What follows belongs to an exercise in optimizing a design on an open flow for small area, a short achievable clock period and few clock cycles per item; a production flow would make more cautious choices.
Function was checked by simulation only, so behaviour that the tests miss may differ from the original.
No activity file was given, so power comes from the tool's default toggle rates.

===== run.sh =====
#!/bin/bash
# synth_recipe.tcl (not shown) runs the flow's synth.tcl, then flattens the netlist and writes it again
# the make line also repeats each setting of config.mk as NAME=value (left out here)
make -C /OpenROAD-flow-scripts/flow DESIGN_CONFIG=/design/flow/config.mk WORK_HOME=/design/flow/orfs CLKGATE_MAP_FILE= SYNTH_SCRIPT=/design/flow/synth_recipe.tcl finish

===== constraint.sdc =====
create_clock -name core_clock -period 10.0 [get_ports {clock}]
set_input_delay 2.0000 -clock core_clock [delete_from_list [all_inputs] [get_ports {clock}]]
set_output_delay 2.0000 -clock core_clock [all_outputs]
set_load 0.01 [all_outputs]

===== config.mk =====
export PLATFORM = sky130hd
export DESIGN_NAME = frequency_based_cache_replacement_core
export DESIGN_NICKNAME = frequency_based_cache_replacement_core
export VERILOG_FILES = /design/flow/design.v
export SDC_FILE = /design/flow/constraint.sdc
export NUM_CORES = 4
export LEC_CHECK = 0
export CAP_MARGIN = 20
export CORE_MARGIN = 2
export CORE_UTILIZATION = 40
export SLEW_MARGIN = 20

===== design.v =====
package fbrc_pkg;
   localparam int ENTRIES_DEFAULT    = 16;
   localparam int COUNT_BITS_DEFAULT = 16;
   localparam int FD_W   = 16;
   localparam int BN_W   = 31;
   localparam int KEY_W  = FD_W + BN_W;
   localparam int SLOT_W = 4;
   localparam int CFG_W  = 5;
   localparam int REQ_DATA_W = 48;
   localparam int RSP_DATA_W = 56;
   localparam int RSP_USER_W = 2;
   localparam int CSR_INDEX_W = 1;
   localparam logic [CSR_INDEX_W-1:0] CSR_NEW_SECTION = 1'b0;
   localparam logic [CSR_INDEX_W-1:0] CSR_OLD_SECTION = 1'b1;
   localparam logic [CFG_W-1:0] NEW_SECTION_RESET = 5'd4;
   localparam logic [CFG_W-1:0] OLD_SECTION_RESET = 5'd8;
   typedef enum logic [3:0] {
      ST_IDLE,
      ST_ORD,
      ST_KEY,
      ST_CMP,
      ST_DEC,
      ST_SH_RD,
      ST_SH_WR,
      ST_TAIL,
      ST_OUT
   } state_type;
endpackage
module frequency_based_cache_replacement_core #(
   parameter int ENTRIES    = fbrc_pkg::ENTRIES_DEFAULT,
   parameter int COUNT_BITS = fbrc_pkg::COUNT_BITS_DEFAULT
) (
   input  logic                                clock,
   input  logic                                reset,
   input  logic                                req_tvalid,
   output logic                                req_tready,
   input  logic [fbrc_pkg::REQ_DATA_W-1:0]     req_tdata,
   output logic                                rsp_tvalid,
   input  logic                                rsp_tready,
   output logic [fbrc_pkg::RSP_DATA_W-1:0]     rsp_tdata,
   output logic [fbrc_pkg::RSP_USER_W-1:0]     rsp_tuser,
   input  logic                                csr_valid,
   output logic                                csr_ready,
   input  logic [fbrc_pkg::CSR_INDEX_W-1:0]    csr_index,
   input  logic [fbrc_pkg::CFG_W-1:0]          csr_data
);
   localparam int IDX_W = $clog2(ENTRIES);
   localparam int OCC_W = $clog2(ENTRIES + 1);
   localparam int CMP_W = (OCC_W > fbrc_pkg::CFG_W) ? OCC_W : fbrc_pkg::CFG_W;
   localparam int KEY_W = fbrc_pkg::KEY_W;
   localparam int FD_W  = fbrc_pkg::FD_W;
   localparam int BN_W  = fbrc_pkg::BN_W;
   localparam logic [COUNT_BITS-1:0] COUNT_MAX = {COUNT_BITS{1'b1}};
   logic [KEY_W-1:0]      key_mem   [ENTRIES];
   logic [COUNT_BITS-1:0] count_mem [ENTRIES];
   logic [IDX_W-1:0]      order_mem [ENTRIES];
   logic [KEY_W-1:0]      key_rd_ff;
   logic [COUNT_BITS-1:0] count_rd_ff;
   logic [IDX_W-1:0]      order_rd_ff;
   logic                  kc_we;
   logic [IDX_W-1:0]      kc_waddr;
   logic [KEY_W-1:0]      key_wdata;
   logic [COUNT_BITS-1:0] count_wdata;
   logic                  key_we;
   logic [IDX_W-1:0]      kc_raddr;
   logic                  ord_we;
   logic [IDX_W-1:0]      ord_waddr;
   logic [IDX_W-1:0]      ord_wdata;
   logic [IDX_W-1:0]      ord_raddr;
   fbrc_pkg::state_type   state_ff, state_in;
   logic [OCC_W-1:0]      occ_ff, occ_in;
   logic [OCC_W-1:0]      pos_ff, pos_in;
   logic [KEY_W-1:0]      key_ff, key_in;
   logic [IDX_W-1:0]      slot_ff, slot_in;
   logic                  hit_ff, hit_in;
   logic                  ev_ff, ev_in;
   logic [COUNT_BITS-1:0] cnt_ff, cnt_in;
   logic [OCC_W-1:0]      best_pos_ff, best_pos_in;
   logic [IDX_W-1:0]      best_slot_ff, best_slot_in;
   logic [COUNT_BITS-1:0] best_cnt_ff, best_cnt_in;
   logic [KEY_W-1:0]      best_key_ff, best_key_in;
   logic [fbrc_pkg::CFG_W-1:0] new_size_ff, old_size_ff;
   logic                  rsp_valid_ff, rsp_valid_in;
   logic                  rsp_load;
   logic [fbrc_pkg::RSP_DATA_W-1:0] rsp_data_ff;
   logic [fbrc_pkg::RSP_USER_W-1:0] rsp_user_ff;
   logic [CMP_W-1:0]      occ_x, pos_x, new_x, old_x, lim;
   logic                  full;
   logic                  in_new;
   logic [OCC_W-1:0]      pos_nx;
   logic [OCC_W-1:0]      occ_m1;
   logic [IDX_W+3:0]      slot_ext;
   logic [KEY_W-1:0]      ev_key;
   assign occ_x  = CMP_W'(occ_ff);
   assign pos_x  = CMP_W'(pos_ff);
   assign new_x  = CMP_W'(new_size_ff);
   assign old_x  = CMP_W'(old_size_ff);
   assign full   = (occ_ff == OCC_W'(ENTRIES));
   assign pos_nx = pos_ff + OCC_W'(1);
   assign occ_m1 = occ_ff - OCC_W'(1);
   always_comb begin
      lim = (old_x == '0) ? CMP_W'(1) : old_x;
      if (lim > occ_x) lim = occ_x;
   end
   assign in_new = (new_x >= occ_x) || (pos_x >= occ_x - new_x);
   always_ff @(posedge clock) begin
      if (kc_we) begin
         if (key_we) key_mem[kc_waddr] <= key_wdata;
         count_mem[kc_waddr] <= count_wdata;
      end
      key_rd_ff   <= key_mem[kc_raddr];
      count_rd_ff <= count_mem[kc_raddr];
   end
   always_ff @(posedge clock) begin
      if (ord_we) order_mem[ord_waddr] <= ord_wdata;
      order_rd_ff <= order_mem[ord_raddr];
   end
   assign csr_ready = 1'b1;
   always_ff @(posedge clock) begin
      if (reset) begin
         new_size_ff <= fbrc_pkg::NEW_SECTION_RESET;
         old_size_ff <= fbrc_pkg::OLD_SECTION_RESET;
      end else if (csr_valid) begin
         case (csr_index)
            fbrc_pkg::CSR_NEW_SECTION: new_size_ff <= csr_data;
            fbrc_pkg::CSR_OLD_SECTION: old_size_ff <= csr_data;
            default: ;
         endcase
      end
   end
   always_comb begin
      state_in     = state_ff;
      occ_in       = occ_ff;
      pos_in       = pos_ff;
      key_in       = key_ff;
      slot_in      = slot_ff;
      hit_in       = hit_ff;
      ev_in        = ev_ff;
      cnt_in       = cnt_ff;
      best_pos_in  = best_pos_ff;
      best_slot_in = best_slot_ff;
      best_cnt_in  = best_cnt_ff;
      best_key_in  = best_key_ff;
      rsp_load     = 1'b0;
      req_tready   = 1'b0;
      kc_we       = 1'b0;
      key_we      = 1'b0;
      kc_waddr    = slot_ff;
      key_wdata   = key_ff;
      count_wdata = COUNT_BITS'(1);
      kc_raddr    = order_rd_ff;
      ord_we      = 1'b0;
      ord_waddr   = pos_ff[IDX_W-1:0];
      ord_wdata   = order_rd_ff;
      ord_raddr   = pos_ff[IDX_W-1:0];
      case (state_ff)
         fbrc_pkg::ST_IDLE: begin
            req_tready = 1'b1;
            if (req_tvalid) begin
               key_in   = {req_tdata[FD_W-1:0], req_tdata[FD_W+BN_W-1:FD_W]};
               pos_in   = '0;
               hit_in   = 1'b0;
               ev_in    = 1'b0;
               state_in = fbrc_pkg::ST_ORD;
            end
         end
         fbrc_pkg::ST_ORD: begin
            if (pos_ff == occ_ff) state_in = fbrc_pkg::ST_DEC;
            else                  state_in = fbrc_pkg::ST_KEY;
         end
         fbrc_pkg::ST_KEY: begin
            slot_in  = order_rd_ff;
            state_in = fbrc_pkg::ST_CMP;
         end
         fbrc_pkg::ST_CMP: begin
            if (pos_ff == '0 || (pos_x < lim && count_rd_ff < best_cnt_ff)) begin
               best_pos_in  = pos_ff;
               best_slot_in = slot_ff;
               best_cnt_in  = count_rd_ff;
               best_key_in  = key_rd_ff;
            end
            if (key_rd_ff == key_ff) begin
               hit_in   = 1'b1;
               cnt_in   = count_rd_ff;
               state_in = fbrc_pkg::ST_DEC;
            end else begin
               pos_in   = pos_nx;
               state_in = fbrc_pkg::ST_ORD;
            end
         end
         fbrc_pkg::ST_DEC: begin
            if (hit_ff) begin
               if (!in_new && cnt_ff != COUNT_MAX) begin
                  kc_we       = 1'b1;
                  kc_waddr    = slot_ff;
                  count_wdata = cnt_ff + COUNT_BITS'(1);
               end
               state_in = fbrc_pkg::ST_SH_RD;
            end else if (full) begin
               kc_we     = 1'b1;
               key_we    = 1'b1;
               kc_waddr  = best_slot_ff;
               slot_in   = best_slot_ff;
               pos_in    = best_pos_ff;
               ev_in     = 1'b1;
               state_in  = fbrc_pkg::ST_SH_RD;
            end else begin
               kc_we     = 1'b1;
               key_we    = 1'b1;
               kc_waddr  = occ_ff[IDX_W-1:0];
               ord_we    = 1'b1;
               ord_waddr = occ_ff[IDX_W-1:0];
               ord_wdata = occ_ff[IDX_W-1:0];
               slot_in   = occ_ff[IDX_W-1:0];
               occ_in    = occ_ff + OCC_W'(1);
               state_in  = fbrc_pkg::ST_OUT;
            end
         end
         fbrc_pkg::ST_SH_RD: begin
            ord_raddr = pos_nx[IDX_W-1:0];
            if (pos_nx < occ_ff) state_in = fbrc_pkg::ST_SH_WR;
            else                 state_in = fbrc_pkg::ST_TAIL;
         end
         fbrc_pkg::ST_SH_WR: begin
            ord_we    = 1'b1;
            ord_waddr = pos_ff[IDX_W-1:0];
            ord_wdata = order_rd_ff;
            pos_in    = pos_nx;
            state_in  = fbrc_pkg::ST_SH_RD;
         end
         fbrc_pkg::ST_TAIL: begin
            ord_we    = 1'b1;
            ord_waddr = occ_m1[IDX_W-1:0];
            ord_wdata = slot_ff;
            state_in  = fbrc_pkg::ST_OUT;
         end
         fbrc_pkg::ST_OUT: begin
            if (!rsp_valid_ff || rsp_tready) begin
               rsp_load = 1'b1;
               state_in = fbrc_pkg::ST_IDLE;
            end
         end
         default: state_in = fbrc_pkg::ST_IDLE;
      endcase
   end
   always_ff @(posedge clock) begin
      if (reset) begin
         state_ff <= fbrc_pkg::ST_IDLE;
         occ_ff   <= '0;
      end else begin
         state_ff <= state_in;
         occ_ff   <= occ_in;
      end
   end
   always_ff @(posedge clock) begin
      pos_ff       <= pos_in;
      key_ff       <= key_in;
      slot_ff      <= slot_in;
      hit_ff       <= hit_in;
      ev_ff        <= ev_in;
      cnt_ff       <= cnt_in;
      best_pos_ff  <= best_pos_in;
      best_slot_ff <= best_slot_in;
      best_cnt_ff  <= best_cnt_in;
      best_key_ff  <= best_key_in;
   end
   assign slot_ext = {4'b0, slot_ff};
   assign ev_key   = ev_ff ? best_key_ff : '0;
   always_comb begin
      rsp_valid_in = rsp_valid_ff;
      if (rsp_load)        rsp_valid_in = 1'b1;
      else if (rsp_tready) rsp_valid_in = 1'b0;
   end
   always_ff @(posedge clock) begin
      if (reset) rsp_valid_ff <= 1'b0;
      else       rsp_valid_ff <= rsp_valid_in;
   end
   always_ff @(posedge clock) begin
      if (rsp_load) begin
         rsp_data_ff <= {5'b0, ev_key[BN_W-1:0], ev_key[KEY_W-1:BN_W], slot_ext[3:0]};
         rsp_user_ff <= {ev_ff, hit_ff};
      end
   end
   assign rsp_tvalid = rsp_valid_ff;
   assign rsp_tdata  = rsp_data_ff;
   assign rsp_tuser  = rsp_user_ff;
endmodule

==> reports/metrics.csv <==
metric,value,unit
run_status,no timing/DRC/antenna violations,
ctsHoldBuffers,0,
r2r_setup_slack,4.11,ns
max_stage_delay,0.82,ns
drt_iter0_drc,2742,
yosysTopAreaCellShare,73.0,%
synthTopCellsByArea,"edfxtp_1, mux4_2, dfxtp_1",
antenna_found_initial,2,
slew_violations,0,
ir_worst_vdd,0.159,mV
drc,0,
power_leakage,18.5,nW
root_buffer,clkbuf_16,
routed_wl,120000,um
path_depth,14,
ys_top_cells_by_count,"edfxtp_1, mux4_2, dfxtp_1, nor2_1, clkbuf_1",
fin_nets,2726,
reg2reg_depth,14,
clk_path_buf_depth,3,
die_y,365,um
fin_crit_sh,58.9,%
place_congestion,0.864,
finalHoldViolCount,0,
num_rows,132,
critPathLaunch,occ_ff[1],
synth-edff-count,1271,
synth_top_family_by_area,multiplexers,
synth_xor_area_share,1.32,%
min_from,key_rd_ff[16],
worstMarginPinSlew,1.12,ns
yosysSeqAreaShare,76.4,%
synth_compound_area_share,1.43,%
synth_fa_ha_area_share,1.12,%
grt_pass1_vias,25600,
critPathArrivalTime,6.26,ns
min_path_cells,0,
cts_made_buffers,136,
die_x,365,um
drv_cap,0,
core,130000,um2
grt-ovfl-total,0,
yosysTopAreaCell,edfxtp_1,
cts_tree,done,
cp_slowest_cell,buf_4,
ys_ff_latch,1358,
syn_avg_cell_area,21.5,um2
critPathBufInv,3,
relSlewSlack,25.6,%
synthSimpleGateAreaFrac,2.87,%
area_delta_synth_final,15.4,%
post_cts_buffers,0,
dieArea,134000,um2
synth_ff_type,edfxtp_1,
start_util,40.3,%
cts.clk_slew.worst_paths,0.06,ns
grt_max_degree,103,
path_cells,inv_1 > ha_1 > a21o_1 > a21o_1 > a211oi_1 > or2_2 > a21oi_1 > ha_1 > a2111oi_0 > o2111ai_1 > a41o_1 > a22oi_2 > buf_4 > buf_4,
fmax,170,MHz
drt-wirelength-per-cell,26.9,um
final-setup-viol-count,0,
ys_types,70,
drive_gt1_share,24.7,%
clock-sinks,1358,
synthMuxAreaShare,15.6,%
postRouteAntennaNets,0,
yosysWarningCount,1,
path_max_fanout,46,
fin_skew,0.0274,ns
drt-vias-per-instance,5.53,
async_reset_ff_share,0,%
ios,120,
syn_inst,2425,
r2r_start,occ_ff[1],
p_per_area,227,nW/um2
grt_pass1_wl,175000,um
dr.pass1.iters,5,
fin_tns_setup,0,ns
port-buffer-count,112,
place_ws,4.16,ns
clk_latency,0.77,ns
dr_total_vias,24800,
cp.required,10.37,ns
grt_use_total,18.3,%
rsz0062_at_grt,no,
hpwl,64900,um
synth.most_common_cell,edfxtp_1,
syn_area,52300,um2
worst_setup_path_end_kind,flop,
finalWorstSetupSlack,4.11,ns
whs_endpoint,best_key_ff[16],
period_needed,5.89,ns
ctsResizeCount,0,
start_kind,flop,
timing.rr.end,best_key_ff[22],
critPathTopFamily,compound AO/OA/AOI/OAI gates,
ctsHtreeMaxLevel,4,
worst-setup-path-type,reg2reg,
holdCritPathClass,reg2reg,
## how the worst max path moves through the flow
stage | to | slack (ns)
after floorplan | best_cnt_ff[0] | 2.80
after global placement | best_key_ff[34] | 4.24
after detailed placement | best_key_ff[16] | 4.16
after CTS | best_key_ff[21] | 4.12
after global routing | best_key_ff[26] | 3.81
final | best_key_ff[22] | 4.11
## metrics by stage
stage	hold WS (ns)	total power (W)	std cells	area [um2]	util (%)
after global routing	0.449	0.0142	4474	60300	46.5
after detailed placement	0.437	0.00871	4224	55800	43.0
after global placement	0.437	0.00867	4223	55800	43.0
after CTS	0.445	0.0138	4473	60300	46.5
after floorplan	0.417	0.00812	2429	52300	-
final	0.450	0.0137	4475	60300	46.5
## report_power, final
part           leakage (nW)  switching (W)  internal, W
clock                  2.18        0.00215      0.00296
sequential             11.9       0.000294      0.00646
combinational          4.47       0.000841     0.000951
## sequential cells by signal, summed over array words and instances (netlist names), 47 cells and up
register     flops
order_mem       64
key_ff          47
key_mem        752
key_rd_ff       47
count_mem      256
best_key_ff     47
rsp_tdata       51
## cell type report
type,instances,area [um2]
fill,10600,69400
sequential,1358,39900
multi-input combinational,909,11900
clock buffer,184,3700
tap,1742,2180
timing repair buffer,171,1590
clock inverter,65,781
inverter,45,170
antenna,1,2.50
## routing by layer
layer  global-route usage, %  part of all wire (%)  vias up
li1                        -                     -    10400
met1                    26.1                    44    13300
met2                    29.4                    49      860
met3                    2.79                   5.9      160
met4                    4.85                   1.8        0
met5                       0                     0        -
## cell families after synthesis
| family | count (synthesis) |
|---|---|
| AO/OA/AOI/OAI | 110 |
| adder cells (fa/ha/maj) | 46 |
| AND/OR/NAND/NOR | 296 |
| XOR/XNOR | 78 |
| flip-flops | 1358 |
| other | 2 |
| multiplexers | 373 |
| buffers and inverters | 162 |
## layout by cell type, fill, tap and decap left out, types with 45 or more instances in the layout
| cell type | n |
|---|---|
| mux4_2 | 349 |
| nor2_1 | 71 |
| ha_1 | 45 |
| clkdlybuf4s50_1 | 112 |
| edfxtp_1 | 1271 |
| clkbuf_16 | 136 |
| buf_4 | 57 |
| xnor2_1 | 62 |
| nand2_1 | 45 |
| dfxtp_1 | 83 |
| and2_1 | 48 |
Testbench counts, summed over its fixed seeds: cycles 216,122, items 4,000.

## static timing again, ports no longer ideal
The flow's constraints put no driver on any port. The routed layout listed below was extracted and timed again, unchanged, in two steps.
Step 1 sets driving cells, clkbuf_16 on the clock port and buf_2 on the other inputs (assumed; they add their load-dependent delay and slew).
Step 2, shift: input delay + t, output delay - t, t = (earliest + latest rising clock arrival at the registers) / 2. This alone moves slack from input paths to output paths.
a / b / c = ideal / step 1 / step 2; a / b = the first two.
shift t [ns]: 0.825
setup slack, ns: 4.107 / 4.107 / 4.107
latest minus earliest clock arrival (ns): 0.028 / 0.029
After both steps setup and hold are still met in this run. For this run, drivers alone change the setup slack by 0.000 ns; drivers and shift together by 0.000 ns.
